Source: an optimization exercise on an open RTL-to-GDS flow (aim: small area, a short achievable clock period and few clock cycles per item). Production flows keep margins and buffers that such runs may drop. Function was not checked in any run shown here: the RTL went through the layout flow alone. Power is estimated from default activity; no workload was simulated.

$ cat run.sh
#!/bin/bash
# synth_recipe.tcl (not shown) runs the flow's synth.tcl, then flattens the netlist and writes it again
# the make line also repeats each setting of config.mk as NAME=value (left out here)
make -C /OpenROAD-flow-scripts/flow DESIGN_CONFIG=/design/flow/config.mk WORK_HOME=/design/flow/orfs CLKGATE_MAP_FILE= SYNTH_SCRIPT=/design/flow/synth_recipe.tcl finish
$ cat config.mk
export PLATFORM = sky130hd
export DESIGN_NAME = fft_stage_engine
export DESIGN_NICKNAME = fft_stage_engine
export VERILOG_FILES = /design/flow/design.v
export SDC_FILE = /design/flow/constraint.sdc
export NUM_CORES = 4
export LEC_CHECK = 0
export CAP_MARGIN = 20
export CORE_MARGIN = 2
export CORE_UTILIZATION = 60
export SETUP_SLACK_MARGIN = 3.3
export SLEW_MARGIN = 20
$ cat constraint.sdc
create_clock -name core_clock -period 5.5 [get_ports {clk}]
set_input_delay 1.1000 -clock core_clock [delete_from_list [all_inputs] [get_ports {clk}]]
set_output_delay 1.1000 -clock core_clock [all_outputs]
set_load 0.01 [all_outputs]
$ cat design.v
package fft_pkg;
    localparam int unsigned MAX_IDX_W = 16;
endpackage
module fft_bfly2 #(
    parameter int unsigned DW = 16
) (
    input  logic [2*DW-1:0]     a,
    input  logic [2*DW-1:0]     b,
    output logic [2*(DW+1)-1:0] y0_c,
    output logic [2*(DW+1)-1:0] y1_c
);
    logic signed [DW:0] ar, ai, br, bi;
    assign ar = {a[2*DW-1], a[2*DW-1:DW]};
    assign ai = {a[DW-1],   a[DW-1:0]};
    assign br = {b[2*DW-1], b[2*DW-1:DW]};
    assign bi = {b[DW-1],   b[DW-1:0]};
    assign y0_c = {ar + br, ai + bi};
    assign y1_c = {ar - br, ai - bi};
endmodule
module fft_stage_engine #(
    parameter int unsigned N_PTS  = 32,
    parameter int unsigned N_BFLY = 4,
    parameter int unsigned DW     = 16
) (
    input  logic                 clk,
    input  logic                 reset,
    input  logic                 in_valid,
    output logic                 in_ready,
    input  logic [2*DW-1:0]      in_data,
    output logic                 out_valid,
    input  logic                 out_ready,
    output logic [2*(DW+1)-1:0]  out_data,
    output logic                 out_last,
    output logic                 busy,
    output logic                 done
);
    localparam int unsigned NS = 24;    
    localparam int unsigned AW = 5;    
    localparam int unsigned FW = 3;    
    localparam int unsigned NP = 6;    
    localparam int unsigned DB = 5;    
    localparam int unsigned OW = 2 * (DW + 1);
    function automatic logic [4:0] wslot_next(input logic [2:0] f, input logic [4:0] s);
        case ({f, s})
            8'd0: wslot_next = 5'd1;
            8'd1: wslot_next = 5'd2;
            8'd2: wslot_next = 5'd3;
            8'd3: wslot_next = 5'd4;
            8'd4: wslot_next = 5'd5;
            8'd5: wslot_next = 5'd6;
            8'd6: wslot_next = 5'd7;
            8'd7: wslot_next = 5'd8;
            8'd8: wslot_next = 5'd9;
            8'd9: wslot_next = 5'd10;
            8'd10: wslot_next = 5'd11;
            8'd11: wslot_next = 5'd12;
            8'd12: wslot_next = 5'd13;
            8'd13: wslot_next = 5'd14;
            8'd14: wslot_next = 5'd15;
            8'd15: wslot_next = 5'd16;
            8'd16: wslot_next = 5'd17;
            8'd17: wslot_next = 5'd18;
            8'd18: wslot_next = 5'd19;
            8'd19: wslot_next = 5'd20;
            8'd20: wslot_next = 5'd21;
            8'd21: wslot_next = 5'd22;
            8'd22: wslot_next = 5'd23;
            8'd23: wslot_next = 5'd0;
            8'd24: wslot_next = 5'd16;
            8'd25: wslot_next = 5'd8;
            8'd26: wslot_next = 5'd0;
            8'd27: wslot_next = 5'd4;
            8'd28: wslot_next = 5'd20;
            8'd29: wslot_next = 5'd12;
            8'd30: wslot_next = 5'd4;
            8'd31: wslot_next = 5'd2;
            8'd32: wslot_next = 5'd18;
            8'd33: wslot_next = 5'd10;
            8'd34: wslot_next = 5'd8;
            8'd35: wslot_next = 5'd6;
            8'd36: wslot_next = 5'd22;
            8'd37: wslot_next = 5'd14;
            8'd38: wslot_next = 5'd12;
            8'd39: wslot_next = 5'd1;
            8'd40: wslot_next = 5'd17;
            8'd41: wslot_next = 5'd9;
            8'd42: wslot_next = 5'd16;
            8'd43: wslot_next = 5'd5;
            8'd44: wslot_next = 5'd21;
            8'd45: wslot_next = 5'd13;
            8'd46: wslot_next = 5'd20;
            8'd47: wslot_next = 5'd3;
            8'd48: wslot_next = 5'd19;
            8'd49: wslot_next = 5'd11;
            8'd50: wslot_next = 5'd0;
            8'd51: wslot_next = 5'd7;
            8'd52: wslot_next = 5'd23;
            8'd53: wslot_next = 5'd15;
            8'd54: wslot_next = 5'd4;
            8'd55: wslot_next = 5'd2;
            8'd56: wslot_next = 5'd3;
            8'd57: wslot_next = 5'd1;
            8'd58: wslot_next = 5'd2;
            8'd59: wslot_next = 5'd6;
            8'd60: wslot_next = 5'd7;
            8'd61: wslot_next = 5'd5;
            8'd62: wslot_next = 5'd6;
            8'd63: wslot_next = 5'd10;
            8'd64: wslot_next = 5'd11;
            8'd65: wslot_next = 5'd9;
            8'd66: wslot_next = 5'd1;
            8'd67: wslot_next = 5'd14;
            8'd68: wslot_next = 5'd15;
            8'd69: wslot_next = 5'd13;
            8'd70: wslot_next = 5'd5;
            8'd71: wslot_next = 5'd18;
            8'd72: wslot_next = 5'd19;
            8'd73: wslot_next = 5'd17;
            8'd74: wslot_next = 5'd3;
            8'd75: wslot_next = 5'd22;
            8'd76: wslot_next = 5'd23;
            8'd77: wslot_next = 5'd21;
            8'd78: wslot_next = 5'd7;
            8'd79: wslot_next = 5'd8;
            8'd80: wslot_next = 5'd0;
            8'd81: wslot_next = 5'd16;
            8'd82: wslot_next = 5'd2;
            8'd83: wslot_next = 5'd12;
            8'd84: wslot_next = 5'd4;
            8'd85: wslot_next = 5'd20;
            8'd86: wslot_next = 5'd6;
            8'd87: wslot_next = 5'd10;
            8'd88: wslot_next = 5'd8;
            8'd89: wslot_next = 5'd18;
            8'd90: wslot_next = 5'd10;
            8'd91: wslot_next = 5'd14;
            8'd92: wslot_next = 5'd12;
            8'd93: wslot_next = 5'd22;
            8'd94: wslot_next = 5'd14;
            8'd95: wslot_next = 5'd9;
            8'd96: wslot_next = 5'd16;
            8'd97: wslot_next = 5'd17;
            8'd98: wslot_next = 5'd18;
            8'd99: wslot_next = 5'd13;
            8'd100: wslot_next = 5'd20;
            8'd101: wslot_next = 5'd21;
            8'd102: wslot_next = 5'd22;
            8'd103: wslot_next = 5'd11;
            8'd104: wslot_next = 5'd0;
            8'd105: wslot_next = 5'd19;
            8'd106: wslot_next = 5'd8;
            8'd107: wslot_next = 5'd15;
            8'd108: wslot_next = 5'd4;
            8'd109: wslot_next = 5'd23;
            8'd110: wslot_next = 5'd12;
            8'd111: wslot_next = 5'd1;
            8'd112: wslot_next = 5'd2;
            8'd113: wslot_next = 5'd3;
            8'd114: wslot_next = 5'd10;
            8'd115: wslot_next = 5'd5;
            8'd116: wslot_next = 5'd6;
            8'd117: wslot_next = 5'd7;
            8'd118: wslot_next = 5'd14;
            8'd119: wslot_next = 5'd9;
            8'd120: wslot_next = 5'd1;
            8'd121: wslot_next = 5'd11;
            8'd122: wslot_next = 5'd9;
            8'd123: wslot_next = 5'd13;
            8'd124: wslot_next = 5'd5;
            8'd125: wslot_next = 5'd15;
            8'd126: wslot_next = 5'd13;
            8'd127: wslot_next = 5'd17;
            8'd128: wslot_next = 5'd3;
            8'd129: wslot_next = 5'd19;
            8'd130: wslot_next = 5'd11;
            8'd131: wslot_next = 5'd21;
            8'd132: wslot_next = 5'd7;
            8'd133: wslot_next = 5'd23;
            8'd134: wslot_next = 5'd15;
            8'd135: wslot_next = 5'd16;
            8'd136: wslot_next = 5'd2;
            8'd137: wslot_next = 5'd0;
            8'd138: wslot_next = 5'd1;
            8'd139: wslot_next = 5'd20;
            8'd140: wslot_next = 5'd6;
            8'd141: wslot_next = 5'd4;
            8'd142: wslot_next = 5'd5;
            8'd143: wslot_next = 5'd18;
            8'd144: wslot_next = 5'd10;
            8'd145: wslot_next = 5'd8;
            8'd146: wslot_next = 5'd9;
            8'd147: wslot_next = 5'd22;
            8'd148: wslot_next = 5'd14;
            8'd149: wslot_next = 5'd12;
            8'd150: wslot_next = 5'd13;
            8'd151: wslot_next = 5'd17;
            8'd152: wslot_next = 5'd18;
            8'd153: wslot_next = 5'd16;
            8'd154: wslot_next = 5'd17;
            8'd155: wslot_next = 5'd21;
            8'd156: wslot_next = 5'd22;
            8'd157: wslot_next = 5'd20;
            8'd158: wslot_next = 5'd21;
            8'd159: wslot_next = 5'd19;
            8'd160: wslot_next = 5'd8;
            8'd161: wslot_next = 5'd0;
            8'd162: wslot_next = 5'd16;
            8'd163: wslot_next = 5'd23;
            8'd164: wslot_next = 5'd12;
            8'd165: wslot_next = 5'd4;
            8'd166: wslot_next = 5'd20;
            8'd167: wslot_next = 5'd3;
            8'd168: wslot_next = 5'd10;
            8'd169: wslot_next = 5'd2;
            8'd170: wslot_next = 5'd18;
            8'd171: wslot_next = 5'd7;
            8'd172: wslot_next = 5'd14;
            8'd173: wslot_next = 5'd6;
            8'd174: wslot_next = 5'd22;
            8'd175: wslot_next = 5'd11;
            8'd176: wslot_next = 5'd9;
            8'd177: wslot_next = 5'd1;
            8'd178: wslot_next = 5'd17;
            8'd179: wslot_next = 5'd15;
            8'd180: wslot_next = 5'd13;
            8'd181: wslot_next = 5'd5;
            8'd182: wslot_next = 5'd21;
            8'd183: wslot_next = 5'd19;
            8'd184: wslot_next = 5'd11;
            8'd185: wslot_next = 5'd3;
            8'd186: wslot_next = 5'd19;
            8'd187: wslot_next = 5'd23;
            8'd188: wslot_next = 5'd15;
            8'd189: wslot_next = 5'd7;
            8'd190: wslot_next = 5'd23;
            8'd191: wslot_next = 5'd0;
            default: wslot_next = 5'd0;
        endcase
    endfunction
    function automatic logic [4:0] rslot_next(input logic [2:0] f, input logic [4:0] s);
        case ({f, s})
            8'd0: rslot_next = 5'd16;
            8'd1: rslot_next = 5'd8;
            8'd2: rslot_next = 5'd0;
            8'd3: rslot_next = 5'd4;
            8'd4: rslot_next = 5'd20;
            8'd5: rslot_next = 5'd12;
            8'd6: rslot_next = 5'd4;
            8'd7: rslot_next = 5'd2;
            8'd8: rslot_next = 5'd18;
            8'd9: rslot_next = 5'd10;
            8'd10: rslot_next = 5'd8;
            8'd11: rslot_next = 5'd6;
            8'd12: rslot_next = 5'd22;
            8'd13: rslot_next = 5'd14;
            8'd14: rslot_next = 5'd12;
            8'd15: rslot_next = 5'd1;
            8'd16: rslot_next = 5'd17;
            8'd17: rslot_next = 5'd9;
            8'd18: rslot_next = 5'd16;
            8'd19: rslot_next = 5'd5;
            8'd20: rslot_next = 5'd21;
            8'd21: rslot_next = 5'd13;
            8'd22: rslot_next = 5'd20;
            8'd23: rslot_next = 5'd3;
            8'd24: rslot_next = 5'd19;
            8'd25: rslot_next = 5'd11;
            8'd26: rslot_next = 5'd0;
            8'd27: rslot_next = 5'd7;
            8'd28: rslot_next = 5'd23;
            8'd29: rslot_next = 5'd15;
            8'd30: rslot_next = 5'd4;
            8'd31: rslot_next = 5'd2;
            8'd32: rslot_next = 5'd3;
            8'd33: rslot_next = 5'd1;
            8'd34: rslot_next = 5'd2;
            8'd35: rslot_next = 5'd6;
            8'd36: rslot_next = 5'd7;
            8'd37: rslot_next = 5'd5;
            8'd38: rslot_next = 5'd6;
            8'd39: rslot_next = 5'd10;
            8'd40: rslot_next = 5'd11;
            8'd41: rslot_next = 5'd9;
            8'd42: rslot_next = 5'd1;
            8'd43: rslot_next = 5'd14;
            8'd44: rslot_next = 5'd15;
            8'd45: rslot_next = 5'd13;
            8'd46: rslot_next = 5'd5;
            8'd47: rslot_next = 5'd18;
            8'd48: rslot_next = 5'd19;
            8'd49: rslot_next = 5'd17;
            8'd50: rslot_next = 5'd3;
            8'd51: rslot_next = 5'd22;
            8'd52: rslot_next = 5'd23;
            8'd53: rslot_next = 5'd21;
            8'd54: rslot_next = 5'd7;
            8'd55: rslot_next = 5'd8;
            8'd56: rslot_next = 5'd0;
            8'd57: rslot_next = 5'd16;
            8'd58: rslot_next = 5'd2;
            8'd59: rslot_next = 5'd12;
            8'd60: rslot_next = 5'd4;
            8'd61: rslot_next = 5'd20;
            8'd62: rslot_next = 5'd6;
            8'd63: rslot_next = 5'd10;
            8'd64: rslot_next = 5'd8;
            8'd65: rslot_next = 5'd18;
            8'd66: rslot_next = 5'd10;
            8'd67: rslot_next = 5'd14;
            8'd68: rslot_next = 5'd12;
            8'd69: rslot_next = 5'd22;
            8'd70: rslot_next = 5'd14;
            8'd71: rslot_next = 5'd9;
            8'd72: rslot_next = 5'd16;
            8'd73: rslot_next = 5'd17;
            8'd74: rslot_next = 5'd18;
            8'd75: rslot_next = 5'd13;
            8'd76: rslot_next = 5'd20;
            8'd77: rslot_next = 5'd21;
            8'd78: rslot_next = 5'd22;
            8'd79: rslot_next = 5'd11;
            8'd80: rslot_next = 5'd0;
            8'd81: rslot_next = 5'd19;
            8'd82: rslot_next = 5'd8;
            8'd83: rslot_next = 5'd15;
            8'd84: rslot_next = 5'd4;
            8'd85: rslot_next = 5'd23;
            8'd86: rslot_next = 5'd12;
            8'd87: rslot_next = 5'd1;
            8'd88: rslot_next = 5'd2;
            8'd89: rslot_next = 5'd3;
            8'd90: rslot_next = 5'd10;
            8'd91: rslot_next = 5'd5;
            8'd92: rslot_next = 5'd6;
            8'd93: rslot_next = 5'd7;
            8'd94: rslot_next = 5'd14;
            8'd95: rslot_next = 5'd9;
            8'd96: rslot_next = 5'd1;
            8'd97: rslot_next = 5'd11;
            8'd98: rslot_next = 5'd9;
            8'd99: rslot_next = 5'd13;
            8'd100: rslot_next = 5'd5;
            8'd101: rslot_next = 5'd15;
            8'd102: rslot_next = 5'd13;
            8'd103: rslot_next = 5'd17;
            8'd104: rslot_next = 5'd3;
            8'd105: rslot_next = 5'd19;
            8'd106: rslot_next = 5'd11;
            8'd107: rslot_next = 5'd21;
            8'd108: rslot_next = 5'd7;
            8'd109: rslot_next = 5'd23;
            8'd110: rslot_next = 5'd15;
            8'd111: rslot_next = 5'd16;
            8'd112: rslot_next = 5'd2;
            8'd113: rslot_next = 5'd0;
            8'd114: rslot_next = 5'd1;
            8'd115: rslot_next = 5'd20;
            8'd116: rslot_next = 5'd6;
            8'd117: rslot_next = 5'd4;
            8'd118: rslot_next = 5'd5;
            8'd119: rslot_next = 5'd18;
            8'd120: rslot_next = 5'd10;
            8'd121: rslot_next = 5'd8;
            8'd122: rslot_next = 5'd9;
            8'd123: rslot_next = 5'd22;
            8'd124: rslot_next = 5'd14;
            8'd125: rslot_next = 5'd12;
            8'd126: rslot_next = 5'd13;
            8'd127: rslot_next = 5'd17;
            8'd128: rslot_next = 5'd18;
            8'd129: rslot_next = 5'd16;
            8'd130: rslot_next = 5'd17;
            8'd131: rslot_next = 5'd21;
            8'd132: rslot_next = 5'd22;
            8'd133: rslot_next = 5'd20;
            8'd134: rslot_next = 5'd21;
            8'd135: rslot_next = 5'd19;
            8'd136: rslot_next = 5'd8;
            8'd137: rslot_next = 5'd0;
            8'd138: rslot_next = 5'd16;
            8'd139: rslot_next = 5'd23;
            8'd140: rslot_next = 5'd12;
            8'd141: rslot_next = 5'd4;
            8'd142: rslot_next = 5'd20;
            8'd143: rslot_next = 5'd3;
            8'd144: rslot_next = 5'd10;
            8'd145: rslot_next = 5'd2;
            8'd146: rslot_next = 5'd18;
            8'd147: rslot_next = 5'd7;
            8'd148: rslot_next = 5'd14;
            8'd149: rslot_next = 5'd6;
            8'd150: rslot_next = 5'd22;
            8'd151: rslot_next = 5'd11;
            8'd152: rslot_next = 5'd9;
            8'd153: rslot_next = 5'd1;
            8'd154: rslot_next = 5'd17;
            8'd155: rslot_next = 5'd15;
            8'd156: rslot_next = 5'd13;
            8'd157: rslot_next = 5'd5;
            8'd158: rslot_next = 5'd21;
            8'd159: rslot_next = 5'd19;
            8'd160: rslot_next = 5'd11;
            8'd161: rslot_next = 5'd3;
            8'd162: rslot_next = 5'd19;
            8'd163: rslot_next = 5'd23;
            8'd164: rslot_next = 5'd15;
            8'd165: rslot_next = 5'd7;
            8'd166: rslot_next = 5'd23;
            8'd167: rslot_next = 5'd0;
            8'd168: rslot_next = 5'd1;
            8'd169: rslot_next = 5'd2;
            8'd170: rslot_next = 5'd3;
            8'd171: rslot_next = 5'd4;
            8'd172: rslot_next = 5'd5;
            8'd173: rslot_next = 5'd6;
            8'd174: rslot_next = 5'd7;
            8'd175: rslot_next = 5'd8;
            8'd176: rslot_next = 5'd9;
            8'd177: rslot_next = 5'd10;
            8'd178: rslot_next = 5'd11;
            8'd179: rslot_next = 5'd12;
            8'd180: rslot_next = 5'd13;
            8'd181: rslot_next = 5'd14;
            8'd182: rslot_next = 5'd15;
            8'd183: rslot_next = 5'd16;
            8'd184: rslot_next = 5'd17;
            8'd185: rslot_next = 5'd18;
            8'd186: rslot_next = 5'd19;
            8'd187: rslot_next = 5'd20;
            8'd188: rslot_next = 5'd21;
            8'd189: rslot_next = 5'd22;
            8'd190: rslot_next = 5'd23;
            8'd191: rslot_next = 5'd0;
            default: rslot_next = 5'd0;
        endcase
    endfunction
    function automatic logic [4:0] thr(input logic [4:0] s);
        case (s)
            5'd0: thr = 5'd1;
            5'd1: thr = 5'd16;
            5'd2: thr = 5'd7;
            5'd3: thr = 5'd22;
            5'd4: thr = 5'd1;
            5'd5: thr = 5'd16;
            5'd6: thr = 5'd7;
            5'd7: thr = 5'd22;
            5'd8: thr = 5'd0;
            5'd9: thr = 5'd10;
            5'd10: thr = 5'd1;
            5'd11: thr = 5'd16;
            5'd12: thr = 5'd0;
            5'd13: thr = 5'd10;
            5'd14: thr = 5'd1;
            5'd15: thr = 5'd16;
            5'd16: thr = 5'd0;
            5'd17: thr = 5'd1;
            5'd18: thr = 5'd0;
            5'd19: thr = 5'd7;
            5'd20: thr = 5'd0;
            5'd21: thr = 5'd1;
            5'd22: thr = 5'd0;
            5'd23: thr = 5'd7;
            5'd24: thr = 5'd0;
            5'd25: thr = 5'd0;
            5'd26: thr = 5'd0;
            5'd27: thr = 5'd1;
            5'd28: thr = 5'd0;
            5'd29: thr = 5'd0;
            5'd30: thr = 5'd0;
            5'd31: thr = 5'd1;
            default: thr = 5'd0;
        endcase
    endfunction
    function automatic logic [4:0] thr_next(input logic [4:0] s);
        case (s)
            5'd0: thr_next = 5'd16;
            5'd1: thr_next = 5'd7;
            5'd2: thr_next = 5'd22;
            5'd3: thr_next = 5'd1;
            5'd4: thr_next = 5'd16;
            5'd5: thr_next = 5'd7;
            5'd6: thr_next = 5'd22;
            5'd7: thr_next = 5'd0;
            5'd8: thr_next = 5'd10;
            5'd9: thr_next = 5'd1;
            5'd10: thr_next = 5'd16;
            5'd11: thr_next = 5'd0;
            5'd12: thr_next = 5'd10;
            5'd13: thr_next = 5'd1;
            5'd14: thr_next = 5'd16;
            5'd15: thr_next = 5'd0;
            5'd16: thr_next = 5'd1;
            5'd17: thr_next = 5'd0;
            5'd18: thr_next = 5'd7;
            5'd19: thr_next = 5'd0;
            5'd20: thr_next = 5'd1;
            5'd21: thr_next = 5'd0;
            5'd22: thr_next = 5'd7;
            5'd23: thr_next = 5'd0;
            5'd24: thr_next = 5'd0;
            5'd25: thr_next = 5'd0;
            5'd26: thr_next = 5'd1;
            5'd27: thr_next = 5'd0;
            5'd28: thr_next = 5'd0;
            5'd29: thr_next = 5'd0;
            5'd30: thr_next = 5'd1;
            5'd31: thr_next = 5'd1;
            default: thr_next = 5'd0;
        endcase
    endfunction
    logic [FW-1:0] wf;
    logic [4:0]    ws;
    logic [AW-1:0] waddr;
    logic [FW-1:0] rf;
    logic [4:0]    rs;
    logic [AW-1:0] raddr;
    logic [DB-1:0] d;
    logic          av;
    logic [1:0]    nfr, nfr_n;
    logic [2*DW-1:0] mem [NS];
    logic          wr_fire, rd_fire, pair_fire, out_load, out_fire;
    logic          in_last, out_done;
    logic          pv, pl;             
    logic [2*DW-1:0] ra, rb;
    logic          dv, dl;             
    logic [OW-1:0] dh;
    logic [OW-1:0] y0_c, y1_c;
    logic          av_inc, av_dec, av_both, rdy_inc;
    assign av_inc  = ({1'b0, d} + 1'b1) >= {1'b0, thr(rs)};
    assign av_both = d >= thr_next(rs);
    assign av_dec  = d > thr_next(rs);
    assign rdy_inc = d < DB'(NS - 1);
    assign wr_fire   = in_valid && in_ready;
    assign out_load  = !out_valid || out_ready;
    assign out_fire  = out_valid && out_ready;
    assign pair_fire = pv && !dv && out_load;
    assign rd_fire   = av && (!pv || (!dv && out_load));
    assign in_last   = wr_fire && (ws == 5'd31);
    assign out_done  = out_fire && out_last;
    always_comb begin
        nfr_n = nfr;
        if (in_last && !out_done) nfr_n = nfr + 1'b1;
        if (!in_last && out_done) nfr_n = nfr - 1'b1;
    end
    always_ff @(posedge clk) begin
        if (reset) begin
            wf        <= '0;
            ws        <= '0;
            waddr     <= '0;
            rf        <= '0;
            rs        <= '0;
            raddr     <= AW'(0);
            d         <= '0;
            av        <= 1'b0;   
            nfr       <= '0;
            in_ready  <= 1'b1;
            pv        <= 1'b0;
            dv        <= 1'b0;
            out_valid <= 1'b0;
            busy      <= 1'b0;
            done      <= 1'b0;
        end else begin
            if (wr_fire) begin
                if (ws == 5'd31) wf <= (wf == FW'(NP - 1)) ? '0 : wf + 1'b1;
                ws    <= ws + 1'b1;
                waddr <= wslot_next(wf, ws);
            end
            if (rd_fire) begin
                if (rs == 5'd31) rf <= (rf == FW'(NP - 1)) ? '0 : rf + 1'b1;
                rs    <= rs + 1'b1;
                raddr <= rslot_next(rf, rs);
            end
            if (wr_fire && !rd_fire) d <= d + 1'b1;
            if (!wr_fire && rd_fire) d <= d - 1'b1;
            if (rd_fire) av <= wr_fire ? av_both : av_dec;
            else if (wr_fire) av <= av_inc;
            in_ready <= rd_fire || (in_ready && (!in_valid || rdy_inc));
            if (rd_fire && rs[0]) pv <= 1'b1;
            else if (pair_fire)   pv <= 1'b0;
            if (pair_fire)        dv <= 1'b1;
            else if (out_load)    dv <= 1'b0;
            if (out_load) out_valid <= dv || pv;
            nfr  <= nfr_n;
            busy <= (nfr_n != 2'd0);
            done <= out_done;
        end
    end
    fft_bfly2 #(.DW(DW)) u_bfly (
        .a    (ra),
        .b    (rb),
        .y0_c (y0_c),
        .y1_c (y1_c)
    );
    always_ff @(posedge clk) begin
        if (wr_fire) mem[waddr] <= in_data;
        if (rd_fire) begin
            if (rs[0]) begin
                rb <= mem[raddr];
                pl <= (rs == 5'd31);
            end else begin
                ra <= mem[raddr];
            end
        end
        if (pair_fire) begin
            dh <= y1_c;
            dl <= pl;
        end
        if (out_load) begin
            if (dv) begin
                out_data <= dh;
                out_last <= dl;
            end else begin
                out_data <= y0_c;
                out_last <= 1'b0;
            end
        end
    end
endmodule
==> impl_metrics.json, run 1 <==
{
  "critPathTopFamily": "simple AND/OR/NAND/NOR gates",
  "ant_nets": 0,
  "yosys_warnings": 1,
  "worst-slew-pin-transition_ps": 1100,
  "die_x_um": 265,
  "p_leak_nw": 16.8,
  "synth.avg_cell_area_sq_um": 17.1,
  "finalSetupTns_ps": 0,
  "firstDrtPassIters": 5,
  "slew_viol_final": 0,
  "drc_errors": 0,
  "yosys_most_used_dff": "edfxtp_1",
  "drt_wl_total_um": 102000,
  "maxSlewHeadroom": 0.264,
  "cp.buffers_inverters": 2,
  "instances_no_fill": 3703,
  "fmax_ghz": 0.364,
  "drt_iter0_markers": 2585,
  "overflow": 0,
  "status": "complete, no violations",
  "async_flop_share": 0,
  "synthCells": 2386,
  "via_count": 23400,
  "nets": 2895,
  "path_class": "in2reg",
  "timing.final.crit_share": 0.499,
  "r2r-start": "rb[25]",
  "startpoint_type": "input pin",
  "synth.yosys.seq_area_share": 0.688,
  "clk_pin_slew_worst_paths_ps": 60,
  "antenna_found_initial": 1,
  "crit_slowest_cell": "or3_1",
  "hold_end": "dl",
  "grt_max_degree": 57,
  "cts_buffers": 95,
  "fillers": 3815,
  "synth-edff-count": 903,
  "design_area_sq_mm": 0.0511,
  "required_ps": 6090,
  "die_height_um": 265,
  "reg2regPathDepth": 9,
  "ir_worst_vdd_mv": 0.358,
  "hold_class": "reg2reg",
  "vias_per_cell": 6.33,
  "grt_pass1_wl_um": 147000,
  "synth-seq-cells": 953,
  "die_area_sq_mm": 0.0702,
  "critPathArrivalTime_ps": 3330,
  "hold_viol": 0,
  "power_density_mw_per_mm2": 394,
  "synth_area_sq_mm": 0.0409,
  "numPortBuffers": 74,
  "cts_tree": "built",
  "finalClockSkew_ps": 24.0,
  "fin_crit_ps": 2740,
  "cts_buffer_depth": 3,
  "core-area_sq_mm": 0.0673,
  "layout_setup_ws_ps": 2760,
  "setup_viol": 0,
  "syn_to_final_growth_pct": 25.1,
  "crit_fanout": 3,
  "layout-drive-gt1-share": 0.370,
  "slowest_delay_ps": 380,
  "reg2reg_setup_slack_ps": 2830,
  "whs_path_depth": 0,
  "synth_fp_nets": 2531,
  "io_pins": 75,
  "worstHoldStart": "pl",
  "layout_commonest_cell": "edfxtp_1",
  "ctsHtreeMaxLevel": 3,
  "worstSkewPairLatency_ps": 660,
  "first_global_vias": 23000,
  "post_drt_wl_per_cell_um": 27.5,
  "synth.distinct_cells": 75,
  "dp.cells": 3234,
  "max-cap-violations": 0,
  "grtUsageTotal": 0.288,
  "cts.sinks": 953,
  "most-common-layout-cells": "903 x edfxtp_1, 230 x mux4_2, 151 x buf_4",
  "place_congestion": 0.859,
  "setup.worst_path.end_class": "register",
  "hold_buffers": 0,
  "worstReg2RegEnd": "out_data[32]",
  "place_ws_ps": 1240,
  "place_area_sq_mm": 0.0428,
  "fin_util": 0.760,
  "rsz0062_at_grt": "yes",
  "post-dp-hpwl_um": 54300,
  "start_util": 0.607,
  "crit_chain": "buf_6 -> and2b_2 -> o21a_4 -> nor2_4 -> buf_6 -> ha_4 -> xor2_2 -> ha_2 -> a21oi_2 -> nor2b_1 -> o21ai_1 -> a21oi_2 -> a311oi_2 -> or3_1 -> a21oi_1",
  "cts-root-buf": "clkbuf_16",
  "rows": 95
}
[kinds of logic (layout without fill, tap and decap cells)]
group / after synthesis / after routing / synth area share
buffers and inverters: 225 / 646 / 0.0222
other: 0 / 1 / 0
muxes: 293 / 293 / 0.143
and+or+nand+nor: 397 / 419 / 0.0462
DFF: 953 / 953 / 0.688
xor gates and xnor gates: 58 / 58 / 0.0124
AOI/OAI and AO/OA: 350 / 350 / 0.0542
adders and majority gates: 110 / 110 / 0.0344
[synth_stat cells (all sizes together) (6+ instances only)]
master / count / area share
nor3: 31 / 0.0038
ha: 105 / 0.032
or2: 9 / 0.0014
mux4: 230 / 0.13
nor4: 6 / 0.00092
o21bai: 6 / 0.0011
clkbuf: 82 / 0.0075
o21a: 9 / 0.0017
mux2: 12 / 0.0033
a21oi: 122 / 0.015
or3: 12 / 0.0018
inv: 98 / 0.0090
a211oi: 16 / 0.0029
xor2: 15 / 0.0032
o21ai: 76 / 0.0093
a21o: 11 / 0.0020
nand2: 80 / 0.0073
o22ai: 9 / 0.0014
nor2b: 23 / 0.0035
xnor2: 43 / 0.0092
a31oi: 21 / 0.0036
nand3b: 6 / 0.0011
o211ai: 18 / 0.0033
nand3: 26 / 0.0032
a311oi: 9 / 0.0019
and2: 8 / 0.0012
and3: 10 / 0.0015
dfxtp: 50 / 0.024
o31ai: 9 / 0.0017
mux2i: 51 / 0.012
nor2: 146 / 0.013
edfxtp: 903 / 0.66
a2111oi: 7 / 0.0021
nand2b: 22 / 0.0034
buf: 45 / 0.0057
[flip-flops by register name (all words and copies together) (netlist names), 2 cells and up]
register                                              cells
nfr                                                       2
waddr                                                     5
mem                                                     768
thr$func$/design/flow/design.v:529$5470.$result           5
ra                                                       32
rf                                                        3
ws                                                        5
dh                                                       34
thr_next$func$/design/flow/design.v:530$5471.$result      5
rs                                                        5
d                                                         5
raddr                                                     5
wf                                                        3
rb                                                       32
out_data                                                 34
[what timing repair did]
item | CTS | global route
gates resized for setup | 509 | 123
setup endpoints to repair | 1040 | 518
pin swaps | 125 | 96
setup buffers | 177 | 70
gates cloned | 42 | 3
[through the flow]
stage	hold WS (ps)	total power, mW
floorplan	400	11.3
global placement	435	12.5
detailed placement	423	12.5
CTS	440	19.8
global route	447	20.9
finish	443	20.1
[worst max-delay path by stage]
stage                          from        to  slack (ps)  cells after the start
after floorplan           out_ready      d[4]        2190                     15
after global placement    out_ready  register        1330                     12
after detailed placement  out_ready      d[4]        1240                     15
after CTS                 out_ready      d[4]        2750                     15
after global routing      out_ready      d[4]        2680                     15
final                     out_ready      d[4]        2760                     15
[power by group]
part           total [mW]  switching (mW)  internal, mW  leakage (nW)
clock                6.53            2.77          3.76          1.54
sequential           8.81           0.284          8.53          8.63
combinational        4.79            2.60          2.19          6.65
[worst register-to-register path, stage by stage, from the launching register on]
cell,delay (ps)
edfxtp_1,400
inv_2,90
ha_4,210
or4_4,580
nor2_4,110
a2111oi_2,70
o31a_1,170
a2111oi_4,370
nor3_1,80
or3b_1,350
[layout make-up]
class | instances | area, sq um | area share
sequential | 953 | 28200 | 0.551
clock inverter | 67 | 734 | 0.0144
tap | 873 | 1090 | 0.0214
timing repair buffer | 371 | 4420 | 0.0864
antenna | 1 | 2.50 | 0.0000490
multi-input combinational | 1230 | 13900 | 0.271
inverter | 98 | 407 | 0.00796
timing repair inverter | 1 | 5.00 | 0.0000979
clock buffer | 109 | 2430 | 0.0475
[layer usage]
layer | vias to the layer above | part of all wire | GRT usage
li1 | 10200 | - | -
met1 | 12100 | 0.40 | 0.409
met2 | 1001 | 0.50 | 0.465
met3 | 139 | 0.075 | 0.0499
met4 | 0 | 0.025 | 0.0844
met5 | - | 0 | 0
==> inputs of run 2 (changes only) <==
--- a/config.mk
+++ b/config.mk
@@ -7,6 +7,5 @@
 export LEC_CHECK = 0
 export CAP_MARGIN = 20
 export CORE_MARGIN = 2
-export CORE_UTILIZATION = 60
-export SETUP_SLACK_MARGIN = 3.3
+export CORE_UTILIZATION = 40
 export SLEW_MARGIN = 20
==> impl_metrics.json, run 2 <==
{
  "synthCells": 2386,
  "yosysTopAreaCell": "edfxtp_1",
  "yosys_warnings": 1,
  "pwr-share-seq": 0.463,
  "swShare": 0.267,
  "synth_area_leaders": "edfxtp_1 66%, mux4_2 13%, ha_1 3.2%",
  "io_pins": 75,
  "fin_crit_ps": 3780,
  "rsz0062_at_grt": "no",
  "layout_commonest_cell": "edfxtp_1",
  "synth.distinct_cells": 75,
  "cts_buffer_depth": 3,
  "yosys_most_used_dff": "edfxtp_1",
  "synth-seq-cells": 953,
  "overflow": 0,
  "fillers": 8638,
  "synth.avg_cell_area_sq_um": 17.1,
  "drt_wl_total_um": 88200,
  "startpoint_type": "input pin",
  "worstSkewPairLatency_ps": 690,
  "nets": 2616,
  "worst-slew-pin-transition_ps": 1110,
  "hold_ws_ps": 460,
  "cts_tree": "built",
  "yosys.cell_count.top_type": "edfxtp_1",
  "rows": 117,
  "finalClockSkew_ps": 61.6,
  "power_density_mw_per_mm2": 407,
  "path_class": "in2reg",
  "switching_power_mw": 5.06,
  "timing.final.crit_share": 0.687,
  "start_util": 0.402,
  "via_count": 21300,
  "slew_viol_final": 0,
  "setup_viol": 0,
  "grt_pass1_wl_um": 136000,
  "reg2reg_setup_slack_ps": 2320,
  "place_congestion": 0.845,
  "grtUsageTotal": 0.170,
  "cts_buffers": 97,
  "place_area_sq_mm": 0.0433,
  "clkPwrFrac": 0.350,
  "grt_max_degree": 77,
  "intPower_mw": 13.9,
  "numPortBuffers": 74,
  "post_drt_wl_per_cell_um": 22.5,
  "fmax_ghz": 0.264,
  "crit_fanout": 17,
  "synth_commonest_cells": "903 x edfxtp_1, 230 x mux4_2, 145 x nor2_1, 122 x a21oi_1, 105 x ha_1",
  "largest_reg_flops": 768,
  "critPathArrivalTime_ps": 4300,
  "hold_class": "reg2reg",
  "hold_buffers": 0,
  "p_leak_nw": 14.8,
  "synth.yosys.seq_area_share": 0.688,
  "hold_viol": 0,
  "top_regs": "mem (768), dh (34), out_data (34)",
  "required_ps": 6010,
  "synth_area_sq_mm": 0.0409,
  "post-dp-hpwl_um": 57100,
  "pwr-share-comb": 0.187,
  "die_x_um": 324,
  "drc_errors": 0,
  "die_height_um": 324,
  "cts-root-buf": "clkbuf_16",
  "most-common-layout-cells": "903 x edfxtp_1, 230 x mux4_2, 122 x a21oi_1",
  "setup.worst_path.end_class": "register",
  "max-cap-violations": 0,
  "status": "complete, no violations",
  "yosysTopAreaCellShare": 0.664,
  "finalSetupTns_ps": 0,
  "die_area_sq_mm": 0.105,
  "syn_to_final_growth_pct": 13.9,
  "vias_per_cell": 5.43,
  "synth_fp_nets": 2531,
  "top_register": "mem",
  "clk_pin_slew_worst_paths_ps": 60,
  "antenna_found_initial": 2,
  "firstDrtPassIters": 7,
  "drt_iter0_markers": 2262,
  "maxSlewHeadroom": 0.258,
  "synth-edff-count": 903,
  "cts_resized": 0,
  "first_global_vias": 21700,
  "async_flop_share": 0,
  "cts.sinks": 953,
  "ctsHtreeMaxLevel": 3,
  "design_area_sq_mm": 0.0466,
  "cts_setup_buffers": 0,
  "ir_worst_vdd_mv": 0.260,
  "ant_nets": 0,
  "core-area_sq_mm": 0.102,
  "layout-drive-gt1-share": 0.190
}
[run 2: changes by cell type in the layout (fill, tap and decap cells not counted), sizes merged, moves of 2 or more]
cell	previous run	this run
buf	332	46
bufbuf	4	0
clkbuf	112	117
clkdlybuf4s50	31	67
clkinv	48	46
clkinvlp	11	6
inv	95	101
nor2	166	146
[run 2: area by class of cell]
cell class / instances / area, sq um / share of cell area
well taps: 1368 / 1710 / 0.0368
inverters: 98 / 368 / 0.00790
clock inverters: 67 / 743 / 0.0160
flip-flops and latches: 953 / 28100 / 0.604
repair buffers: 113 / 1070 / 0.0230
multi-input cells: 1208 / 12000 / 0.258
clock buffers: 117 / 2500 / 0.0538
diodes: 2 / 5.00 / 0.000108
[run 2: worst paths after layout]
path,end,cells past startpoint,startpoint
setup / recovery,d[4],14,in_valid
hold / removal,dl,0,pl
setup reg to reg,d[4],13,in_ready
hold reg to reg,dl,0,pl
[run 2: per-layer routing]
metal / up-vias / part of all wire / track usage
met5: - / 0 / 0
li1: 9626 / - / -
met2: 543 / 0.46 / 0.264
met3: 89 / 0.053 / 0.0257
met4: 0 / 0.015 / 0.0426
met1: 11100 / 0.47 / 0.253
[run 2: critical path: stages]
cell	delay, ps
clkdlybuf4s50_1	450
and2_1	170
buf_4	190
inv_1	370
ha_1	430
xor2_1	120
ha_1	190
a21oi_1	270
nor2b_1	100
o21ai_0	170
a21oi_1	100
a311oi_1	390
or3_1	180
a21oi_1	60
[run 2: stage by stage]
step	total power [mW]	utilization	std cells	setup WS, ps
after floorplan	11.2	-	2386	1710
after global placement	12.4	0.426	3737	1300
after detailed placement	12.5	0.426	3737	1140
after CTS	19.1	0.458	3921	1820
after global routing	19.8	0.458	3925	1470
final	19.0	0.458	3926	1720
[run 2: power groups by stage]
| stage | Sequential, mW | Clock (mW) | Combinational, mW |
|---|---|---|---|
| after global placement | 8.94 | 0 | 3.48 |
| after global routing | 8.84 | 7.06 | 3.92 |
| final | 8.79 | 6.63 | 3.54 |
| after floorplan | 8.88 | 0 | 2.35 |
| after detailed placement | 8.95 | 0 | 3.55 |
| after CTS | 8.80 | 6.77 | 3.57 |
[run 2: kinds of logic (layout without fill, tap and decap cells)]
kind of cell | count (synthesis) | in the layout | share of synthesized area
mux | 293 | 293 | 0.143
fa+ha+maj | 110 | 110 | 0.0344
buf+inv | 225 | 395 | 0.0222
xor+xnor | 58 | 58 | 0.0124
other cells | 0 | 2 | 0
simple gates | 397 | 397 | 0.0462
flops | 953 | 953 | 0.688
compound gates | 350 | 350 | 0.0542
==> inputs of run 3 (changes only) <==
--- a/design.v
+++ b/design.v
@@ -6,16 +6,15 @@
 ) (
     input  logic [2*DW-1:0]     a,
     input  logic [2*DW-1:0]     b,
-    output logic [2*(DW+1)-1:0] y0_c,
-    output logic [2*(DW+1)-1:0] y1_c
+    input  logic                sub,
+    output logic [2*(DW+1)-1:0] y
 );
     logic signed [DW:0] ar, ai, br, bi;
     assign ar = {a[2*DW-1], a[2*DW-1:DW]};
     assign ai = {a[DW-1],   a[DW-1:0]};
     assign br = {b[2*DW-1], b[2*DW-1:DW]};
     assign bi = {b[DW-1],   b[DW-1:0]};
-    assign y0_c = {ar + br, ai + bi};
-    assign y1_c = {ar - br, ai - bi};
+    assign y = sub ? {ar - br, ai - bi} : {ar + br, ai + bi};
 endmodule
 module fft_stage_engine #(
     parameter int unsigned N_PTS  = 32,
@@ -471,41 +470,41 @@
             default: thr = 5'd0;
         endcase
     endfunction
-    function automatic logic [4:0] thr_next(input logic [4:0] s);
+    function automatic logic [4:0] thr_next2(input logic [4:0] s);
         case (s)
-            5'd0: thr_next = 5'd16;
-            5'd1: thr_next = 5'd7;
-            5'd2: thr_next = 5'd22;
-            5'd3: thr_next = 5'd1;
-            5'd4: thr_next = 5'd16;
-            5'd5: thr_next = 5'd7;
-            5'd6: thr_next = 5'd22;
-            5'd7: thr_next = 5'd0;
-            5'd8: thr_next = 5'd10;
-            5'd9: thr_next = 5'd1;
-            5'd10: thr_next = 5'd16;
-            5'd11: thr_next = 5'd0;
-            5'd12: thr_next = 5'd10;
-            5'd13: thr_next = 5'd1;
-            5'd14: thr_next = 5'd16;
-            5'd15: thr_next = 5'd0;
-            5'd16: thr_next = 5'd1;
-            5'd17: thr_next = 5'd0;
-            5'd18: thr_next = 5'd7;
-            5'd19: thr_next = 5'd0;
-            5'd20: thr_next = 5'd1;
-            5'd21: thr_next = 5'd0;
-            5'd22: thr_next = 5'd7;
-            5'd23: thr_next = 5'd0;
-            5'd24: thr_next = 5'd0;
-            5'd25: thr_next = 5'd0;
-            5'd26: thr_next = 5'd1;
-            5'd27: thr_next = 5'd0;
-            5'd28: thr_next = 5'd0;
-            5'd29: thr_next = 5'd0;
-            5'd30: thr_next = 5'd1;
-            5'd31: thr_next = 5'd1;
-            default: thr_next = 5'd0;
+            5'd0: thr_next2 = 5'd7;
+            5'd1: thr_next2 = 5'd22;
+            5'd2: thr_next2 = 5'd1;
+            5'd3: thr_next2 = 5'd16;
+            5'd4: thr_next2 = 5'd7;
+            5'd5: thr_next2 = 5'd22;
+            5'd6: thr_next2 = 5'd0;
+            5'd7: thr_next2 = 5'd10;
+            5'd8: thr_next2 = 5'd1;
+            5'd9: thr_next2 = 5'd16;
+            5'd10: thr_next2 = 5'd0;
+            5'd11: thr_next2 = 5'd10;
+            5'd12: thr_next2 = 5'd1;
+            5'd13: thr_next2 = 5'd16;
+            5'd14: thr_next2 = 5'd0;
+            5'd15: thr_next2 = 5'd1;
+            5'd16: thr_next2 = 5'd0;
+            5'd17: thr_next2 = 5'd7;
+            5'd18: thr_next2 = 5'd0;
+            5'd19: thr_next2 = 5'd1;
+            5'd20: thr_next2 = 5'd0;
+            5'd21: thr_next2 = 5'd7;
+            5'd22: thr_next2 = 5'd0;
+            5'd23: thr_next2 = 5'd0;
+            5'd24: thr_next2 = 5'd0;
+            5'd25: thr_next2 = 5'd1;
+            5'd26: thr_next2 = 5'd0;
+            5'd27: thr_next2 = 5'd0;
+            5'd28: thr_next2 = 5'd0;
+            5'd29: thr_next2 = 5'd1;
+            5'd30: thr_next2 = 5'd1;
+            5'd31: thr_next2 = 5'd16;
+            default: thr_next2 = 5'd0;
         endcase
     endfunction
     logic [FW-1:0] wf;
@@ -520,21 +519,34 @@
     logic [2*DW-1:0] mem [NS];
     logic          wr_fire, rd_fire, pair_fire, out_load, out_fire;
     logic          in_last, out_done;
+    logic          cv;                 
     logic          pv, pl;             
-    logic [2*DW-1:0] ra, rb;
-    logic          dv, dl;             
-    logic [OW-1:0] dh;
-    logic [OW-1:0] y0_c, y1_c;
+    logic          half;               
+    logic [2*DW-1:0] rc, ra, rb;
+    logic [OW-1:0] y_c;
+    logic [NS-1:0]   rsel;
+    logic [2*DW-1:0] rdat;
+    always_comb begin
+        rdat = '0;
+        for (int i = 0; i < NS; i++) begin
+            rsel[i] = (raddr == AW'(i));
+            rdat = rdat | ({2*DW{rsel[i]}} & mem[i]);
+        end
+    end
+    logic [DB-1:0] th0, th1;
     logic          av_inc, av_dec, av_both, rdy_inc;
-    assign av_inc  = ({1'b0, d} + 1'b1) >= {1'b0, thr(rs)};
-    assign av_both = d >= thr_next(rs);
-    assign av_dec  = d > thr_next(rs);
+    logic [DB-1:0] d_inc, d_dec;
+    assign d_inc   = d + 1'b1;
+    assign d_dec   = d - 1'b1;
+    assign av_inc  = ({1'b0, d} + 1'b1) >= {1'b0, th0};
+    assign av_both = d >= th1;
+    assign av_dec  = d > th1;
     assign rdy_inc = d < DB'(NS - 1);
     assign wr_fire   = in_valid && in_ready;
     assign out_load  = !out_valid || out_ready;
     assign out_fire  = out_valid && out_ready;
-    assign pair_fire = pv && !dv && out_load;
-    assign rd_fire   = av && (!pv || (!dv && out_load));
+    assign pair_fire = rs[0] && (!pv || (half && out_load));
+    assign rd_fire   = av && (!rs[0] || pair_fire);
     assign in_last   = wr_fire && (ws == 5'd31);
     assign out_done  = out_fire && out_last;
     always_comb begin
@@ -551,11 +563,13 @@
             rs        <= '0;
             raddr     <= AW'(0);
             d         <= '0;
+            th0       <= thr(5'd0);
+            th1       <= thr(5'd1);
             av        <= 1'b0;   
             nfr       <= '0;
             in_ready  <= 1'b1;
             pv        <= 1'b0;
-            dv        <= 1'b0;
+            half      <= 1'b0;
             out_valid <= 1'b0;
             busy      <= 1'b0;
             done      <= 1'b0;
@@ -569,17 +583,22 @@
                 if (rs == 5'd31) rf <= (rf == FW'(NP - 1)) ? '0 : rf + 1'b1;
                 rs    <= rs + 1'b1;
                 raddr <= rslot_next(rf, rs);
+                th0   <= th1;
+                th1   <= thr_next2(rs);
             end
-            if (wr_fire && !rd_fire) d <= d + 1'b1;
-            if (!wr_fire && rd_fire) d <= d - 1'b1;
+            case ({wr_fire, rd_fire})
+                2'b10:   d <= d_inc;
+                2'b01:   d <= d_dec;
+                default: d <= d;
+            endcase
             if (rd_fire) av <= wr_fire ? av_both : av_dec;
             else if (wr_fire) av <= av_inc;
             in_ready <= rd_fire || (in_ready && (!in_valid || rdy_inc));
-            if (rd_fire && rs[0]) pv <= 1'b1;
-            else if (pair_fire)   pv <= 1'b0;
-            if (pair_fire)        dv <= 1'b1;
-            else if (out_load)    dv <= 1'b0;
-            if (out_load) out_valid <= dv || pv;
+            if (rd_fire && rs[0])          pv <= 1'b1;
+            else if (out_load && half)     pv <= 1'b0;
+            if (rd_fire && rs[0])          half <= 1'b0;
+            else if (out_load && pv)       half <= !half;
+            if (out_load) out_valid <= pv;
             nfr  <= nfr_n;
             busy <= (nfr_n != 2'd0);
             done <= out_done;
@@ -588,31 +607,23 @@
     fft_bfly2 #(.DW(DW)) u_bfly (
         .a    (ra),
         .b    (rb),
-        .y0_c (y0_c),
-        .y1_c (y1_c)
+        .sub  (half),
+        .y    (y_c)
     );
     always_ff @(posedge clk) begin
         if (wr_fire) mem[waddr] <= in_data;
         if (rd_fire) begin
             if (rs[0]) begin
-                rb <= mem[raddr];
+                ra <= rc;
+                rb <= rdat;
                 pl <= (rs == 5'd31);
             end else begin
-                ra <= mem[raddr];
+                rc <= rdat;
             end
         end
-        if (pair_fire) begin
-            dh <= y1_c;
-            dl <= pl;
-        end
         if (out_load) begin
-            if (dv) begin
-                out_data <= dh;
-                out_last <= dl;
-            end else begin
-                out_data <= y0_c;
-                out_last <= 1'b0;
-            end
+            out_data <= y_c;
+            out_last <= half && pl;
         end
     end
 endmodule
--- a/config.mk
+++ b/config.mk
@@ -7,5 +7,8 @@
 export LEC_CHECK = 0
 export CAP_MARGIN = 20
 export CORE_MARGIN = 2
-export CORE_UTILIZATION = 40
+export CORE_UTILIZATION = 70
+export CTS_BUF_LIST = sky130_fd_sc_hd__clkbuf_8
+export CTS_CLUSTER_SIZE = 24
+export SETUP_SLACK_MARGIN = 3.3
 export SLEW_MARGIN = 20
==> impl_metrics.json, run 3 <==
{
  "post_drt_wl_per_cell_um": 38.9,
  "max-cap-violations": 0,
  "post-dp-hpwl_um": 60300,
  "yosys_most_used_dff": "edfxtp_1",
  "maxSlewHeadroom": 0.147,
  "grt_max_degree": 69,
  "grt_pass1_wl_um": 175000,
  "hold_ws_ps": 411,
  "crit_chain": "or4_4 -> nor2b_4 -> nor2_2 -> xnor2_1 -> ha_2 -> buf_6 -> nor2_1 -> or3_4 -> a211oi_4 -> o31ai_2 -> o21ai_1 -> xnor2_1",
  "rsz0062_at_grt": "yes",
  "finalClockSkew_ps": 54.4,
  "reg2regPathDepth": 12,
  "synth_area_sq_mm": 0.0381,
  "path_class": "reg2reg",
  "crit_fanout": 4,
  "hold_end": "ra[26]",
  "synth.yosys.seq_area_share": 0.735,
  "crit_top_cell": "xnor2_1",
  "required_ps": 6070,
  "cts.sinks": 950,
  "status": "complete, no violations",
  "io_pins": 75,
  "place_ws_ps": 1340,
  "grtUsageTotal": 0.442,
  "layout_commonest_cell": "edfxtp_1",
  "synth.avg_cell_area_sq_um": 15.4,
  "hold_class": "reg2reg",
  "firstDrtPassIters": 15,
  "clk_pin_slew_worst_paths_ps": 60,
  "die_area_sq_mm": 0.0563,
  "top_regs": "mem (768), out_data (34)",
  "cts_buffers": 145,
  "ir_worst_vdd_mv": 0.357,
  "synth.distinct_cells": 85,
  "ant_nets": 0,
  "design_area_sq_mm": 0.0483,
  "place_area_sq_mm": 0.0400,
  "rows": 85,
  "setup.worst_path.end_class": "register",
  "vias_per_cell": 7.79,
  "layout-drive-gt1-share": 0.335,
  "yosysTopAreaCell": "edfxtp_1",
  "reg2reg_setup_slack_ps": 2310,
  "power_density_mw_per_mm2": 404,
  "fillers": 1803,
  "worstHoldStart": "rc[26]",
  "antenna_found_initial": 19,
  "slew_viol_final": 0,
  "startpoint_type": "register",
  "numPortBuffers": 74,
  "whs_path_depth": 0,
  "p_leak_nw": 16.5,
  "synth-edff-count": 900,
  "async_flop_share": 0,
  "layout_setup_ws_ps": 2310,
  "via_count": 29300,
  "syn_to_final_growth_pct": 26.6,
  "ctsHtreeMaxLevel": 4,
  "drt_wl_total_um": 146000,
  "r2r-start": "rb[0]",
  "nets": 3069,
  "yosysTopAreaCellShare": 0.709,
  "core-area_sq_mm": 0.0538,
  "worst-slew-pin-transition_ps": 1280,
  "synth_fp_nets": 2582,
  "largest_reg_flops": 768,
  "finalSetupTns_ps": 0,
  "start_util": 0.708,
  "synthCells": 2473,
  "most-common-layout-cells": "900 x edfxtp_1, 229 x a22oi_1, 202 x buf_4",
  "timing.final.crit_share": 0.581,
  "hold_viol": 0,
  "worstReg2RegEnd": "out_data[16]",
  "synth_commonest_cells": "900 x edfxtp_1, 351 x a22oi_1, 153 x nand2_1, 113 x nor2_1, 83 x a21oi_1",
  "synth-seq-cells": 950,
  "worstSkewPairLatency_ps": 850,
  "cts_tree": "built",
  "fmax_ghz": 0.313,
  "synth_area_leaders": "edfxtp_1 71%, a22oi_1 6.9%, dfxtp_1 2.6%",
  "crit_slowest_cell": "or4_4",
  "hold_buffers": 0,
  "fin_crit_ps": 3190,
  "die_x_um": 237,
  "place_congestion": 0.888,
  "cts_buffer_depth": 3,
  "die_height_um": 237,
  "critPathArrivalTime_ps": 3760,
  "drt_iter0_markers": 6759,
  "drc_errors": 0,
  "cts-root-buf": "clkbuf_8",
  "setup_viol": 0,
  "overflow": 0,
  "first_global_vias": 26400,
  "top_register": "mem",
  "yosys.cell_count.top_type": "edfxtp_1",
  "yosys_warnings": 1,
  "slowest_delay_ps": 590
}
==> run 3: changes by cell type in the layout (fill, tap and decap cells not counted), sizes merged, moves of 22 or more <==
cell           delta
nand4            +48
a21oi            -39
clkdlybuf4s50    -37
nand2            +73
clkbuf           +41
buf             +366
o21ai            -22
ha               -35
a22oi           +351
mux2i            -33
mux4            -225
==> run 3: cell families after synthesis <==
logic type | count (synthesis) | share of synthesized area
adders and majority gates | 73 | 0.0245
and+or+nand+nor | 528 | 0.0719
AOI/OAI and AO/OA | 639 | 0.119
xor gates and xnor gates | 74 | 0.0170
muxes | 26 | 0.00857
DFF | 950 | 0.735
buffers and inverters | 183 | 0.0238
==> run 3: layer usage <==
layer	wire length, um	vias to the layer above	track usage
li1	-	10800	-
met1	41600	13600	0.537
met2	60400	3680	0.641
met3	27900	1232	0.190
met4	16100	25	0.310
met5	460	-	0.00260
==> run 3: cell type report <==
class	count	area [sq um]	share of cell area
multi-input cells	1348	11300	0.235
clock buffers	150	2060	0.0428
clock inverters	101	584	0.0121
well taps	696	871	0.0180
diodes	6	15.0	0.000311
repair buffers	457	5030	0.104
repair inverters	1	6.26	0.000130
inverters	57	255	0.00529
flip-flops and latches	950	28100	0.582
==> run 3: through the flow <==
step / utilization / cells / power [mW]
2_1_floorplan: - / 2473 / 10.9
5_1_grt: 0.896 / 3763 / 19.7
6_report: 0.897 / 3766 / 19.5
4_1_cts: 0.852 / 3650 / 18.2
3_3_place_gp: 0.742 / 3170 / 12.1
3_5_place_dp: 0.744 / 3173 / 12.2
==> run 3: where the power goes <==
| part | switching [mW] | leakage (nW) | internal, mW |
|---|---|---|---|
| Combinational | 2.94 | 6.43 | 2.05 |
| Clock | 2.96 | 1.49 | 2.77 |
| Sequential | 0.227 | 8.61 | 8.55 |
| Total | 6.13 | 16.5 | 13.4 |
==> run 3: repair_timing <==
action	CTS	global route
gates cloned	17	11
setup buffers	209	99
setup endpoints to repair	972	375
gates resized for setup	429	303
pin swaps	150	204
==> run 3: critical path: cells and delay by family (launching register included) <==
family / cells / cell delay, ps
AO/OA/AOI/OAI: 3 / 500
adder cells (fa/ha/maj): 1 / 400
AND/OR/NAND/NOR: 5 / 1250
XOR/XNOR: 2 / 230
buffers and inverters: 1 / 120
flip-flops: 1 / 440
==> run 3: worst max path at each step <==
stage	cells past startpoint	to	start	slack, ps
floorplan	13	d[4]	out_ready	2560
global placement	5	mem[4][7]	in_valid	1320
detailed placement	6	mem[20][2]	in_valid	1340
CTS	11	out_data[15]	rb[0]	2420
global route	11	out_data[16]	rb[0]	2220
finish	12	out_data[16]	rb[0]	2310
==> inputs of run 4 (changes only) <==
--- a/config.mk
+++ b/config.mk
@@ -7,8 +7,6 @@
 export LEC_CHECK = 0
 export CAP_MARGIN = 20
 export CORE_MARGIN = 2
-export CORE_UTILIZATION = 70
-export CTS_BUF_LIST = sky130_fd_sc_hd__clkbuf_8
-export CTS_CLUSTER_SIZE = 24
+export CORE_UTILIZATION = 50
 export SETUP_SLACK_MARGIN = 3.3
 export SLEW_MARGIN = 20
==> impl_metrics.json, run 4 <==
{
  "top_register": "mem",
  "nets": 3075,
  "core-area_sq_mm": 0.0757,
  "power_density_mw_per_mm2": 410,
  "multi_input_area_sq_mm": 0.0113,
  "drc_errors": 0,
  "die_height_um": 280,
  "timing.final.crit_share": 0.565,
  "ant_nets": 0,
  "vias_per_cell": 6.42,
  "synth.yosys.seq_area_share": 0.735,
  "maxSlewHeadroom": 0.257,
  "synth-compound-area-share": 0.119,
  "critPathArrivalTime_ps": 3500,
  "synth.distinct_cells": 85,
  "fillers": 5038,
  "setup_viol": 0,
  "numPortBuffers": 74,
  "setup.worst_path.end_class": "register",
  "p_leak_nw": 16.9,
  "grtUsageTotal": 0.312,
  "antenna_found_initial": 6,
  "firstDrtPassIters": 5,
  "synth_mux_area_frac": 0.00857,
  "path_class": "reg2reg",
  "ctsHtreeMaxLevel": 3,
  "top_regs": "mem (768), out_data (34)",
  "ff_latch_area_sq_mm": 0.0281,
  "dp.cells": 3466,
  "synth_xor_area_frac": 0.0170,
  "via_count": 25900,
  "io_pins": 75,
  "first_global_vias": 24500,
  "synth-edff-count": 900,
  "synth_fp_nets": 2582,
  "synth-seq-cells": 950,
  "cts_buffer_depth": 3,
  "post-dp-hpwl_um": 64200,
  "layout-drive-gt1-share": 0.339,
  "grt_most_used_layer": "met2",
  "finalClockSkew_ps": 30.9,
  "place_congestion": 0.837,
  "yosys_warnings": 1,
  "hold_viol": 0,
  "drt_wl_total_um": 126000,
  "start_util": 0.504,
  "layout_commonest_cell": "edfxtp_1",
  "synth_area_leaders": "edfxtp_1 71%, a22oi_1 6.9%, dfxtp_1 2.6%",
  "fin_crit_ps": 3110,
  "syn_to_final_growth_pct": 30.5,
  "synthAdderAreaFrac": 0.0245,
  "design_area_sq_mm": 0.0497,
  "slew_viol_final": 0,
  "cts.sinks": 950,
  "synth_top_family_by_area": "compound AO/OA/AOI/OAI gates",
  "async_flop_share": 0,
  "finalSetupTns_ps": 0,
  "worst-slew-pin-transition_ps": 1110,
  "post_drt_wl_per_cell_um": 31.3,
  "place_area_sq_mm": 0.0405,
  "fin_util": 0.657,
  "rsz0062_at_grt": "yes",
  "die_x_um": 280,
  "die_area_sq_mm": 0.0785,
  "clk_pin_slew_worst_paths_ps": 60,
  "yosys.cell_count.top_type": "edfxtp_1",
  "grtUsageMet1": 0.418,
  "grt_util_met3": 0.0654,
  "fmax_ghz": 0.322,
  "worstSkewPairLatency_ps": 670,
  "power_mw": 20.4,
  "grt_max_degree": 69,
  "synthCells": 2473,
  "place_ws_ps": 1240,
  "yosys_most_used_dff": "edfxtp_1",
  "startpoint_type": "register",
  "synth_commonest_cells": "900 x edfxtp_1, 351 x a22oi_1, 153 x nand2_1, 113 x nor2_1, 83 x a21oi_1",
  "drt_iter0_markers": 3609,
  "instances_no_fill": 4028,
  "required_ps": 5900,
  "yosys.area_share.simple": 0.0719,
  "status": "complete, no violations",
  "rows": 101,
  "most-common-layout-cells": "900 x edfxtp_1, 240 x a22oi_1, 221 x buf_4",
  "cts_buffers": 95,
  "hold_ws_ps": 409,
  "max-cap-violations": 0,
  "overflow": 0,
  "synth.avg_cell_area_sq_um": 15.4,
  "grt_pass1_wl_um": 175000,
  "hold_buffers": 0,
  "cts-root-buf": "clkbuf_16",
  "largest_reg_flops": 768,
  "cts_tree": "built",
  "layout_setup_ws_ps": 2390,
  "ir_worst_vdd_mv": 0.401,
  "synth_area_sq_mm": 0.0381,
  "crit_fanout": 6,
  "hold_class": "reg2reg",
  "yosysTopAreaCell": "edfxtp_1",
  "yosysTopAreaCellShare": 0.709,
  "met2_usage": 0.490
}
==> run 4: cell counts after synthesis <==
No cell type changed its count.
==> run 4: logic make-up after synthesis <==
family | count (synthesis)
buffers and inverters | 183
multiplexers | 26
AND/OR/NAND/NOR | 528
adder cells (fa/ha/maj) | 73
flip-flops | 950
XOR/XNOR | 74
AO/OA/AOI/OAI | 639
==> run 4: area by class of cell <==
type,count,area share
tap,978,0.0246
timing repair inverter,1,0.000126
multi-input combinational,1353,0.227
inverter,57,0.00516
sequential,950,0.564
clock inverter,61,0.0145
timing repair buffer,508,0.114
antenna,5,0.000252
clock buffer,115,0.0501
==> run 4: routing by layer <==
metal,part of all wire,wire [um]
met1,0.37,46400
met2,0.46,58400
met3,0.11,14400
met4,0.055,6970
met5,0.00021,26
==> run 4: path summary, 6_finish.rpt <==
kind	start	to	slack, ps	cells after the start
setup reg to reg	rb[0]	out_data[15]	2390	11
hold reg to reg	rc[0]	ra[0]	410	0
hold / removal	rc[0]	ra[0]	410	0
setup / recovery	rb[0]	out_data[15]	2390	11
==> run 4: critical path: stages, from the launching register on <==
cell and delay [ps]:
edfxtp_1 420, or4_4 590, nor2b_4 180, nor2_4 60
xnor2_2 210, ha_4 250, and2_4 160, a32o_2 260
a21oi_2 170, o211ai_1 170, a221oi_2 290, xnor2_1 110
==> run 4: power by group <==
group / internal (mW) / switching, mW
Clock: 3.86 / 2.82
Sequential: 8.55 / 0.209
Combinational: 2.21 / 2.75
==> run 4: what timing repair did <==
item                                    CTS  global route
gates resized for setup                 508           218
endpoints found under the setup margin  980           330
cloned                                   27             8
setup buffers                           267            79
pin swaps                               182           168

-- re-timing with driven ports --
Ports are ideal in the flow. The routed layouts listed here were re-timed in OpenROAD. Step 1 assumes that a clkbuf_16 drives the clock port and a buf_2 every other input. Step 2 moves the port delays by t, midway between the first and last clock arrival at a register: inputs arrive t later, outputs are due t later. That takes back most of the time a late clock gives input paths. a / b / c = no drivers / after step 1 / after step 2; a / b = the first two.
run	t, ns	setup WS [ns]	hold WS [ns]	pins driven straight from the clock port
run 1	0.714	2.755 / 2.776 / 2.062	0.443 / 0.443 / 0.443	1
run 2	0.720	1.719 / 1.761 / 1.041	0.460 / 0.460 / 0.460	1
run 3	0.887	2.307 / 2.307 / 2.064	0.411 / 0.411 / 0.411	1
run 4	0.728	2.393 / 2.393 / 2.379	0.409 / 0.409 / 0.409	1
After both steps setup and hold are still met in every run listed. The setup slack of run 1, which loses most, moves by +0.021 ns with the drivers and by -0.693 ns with both steps.
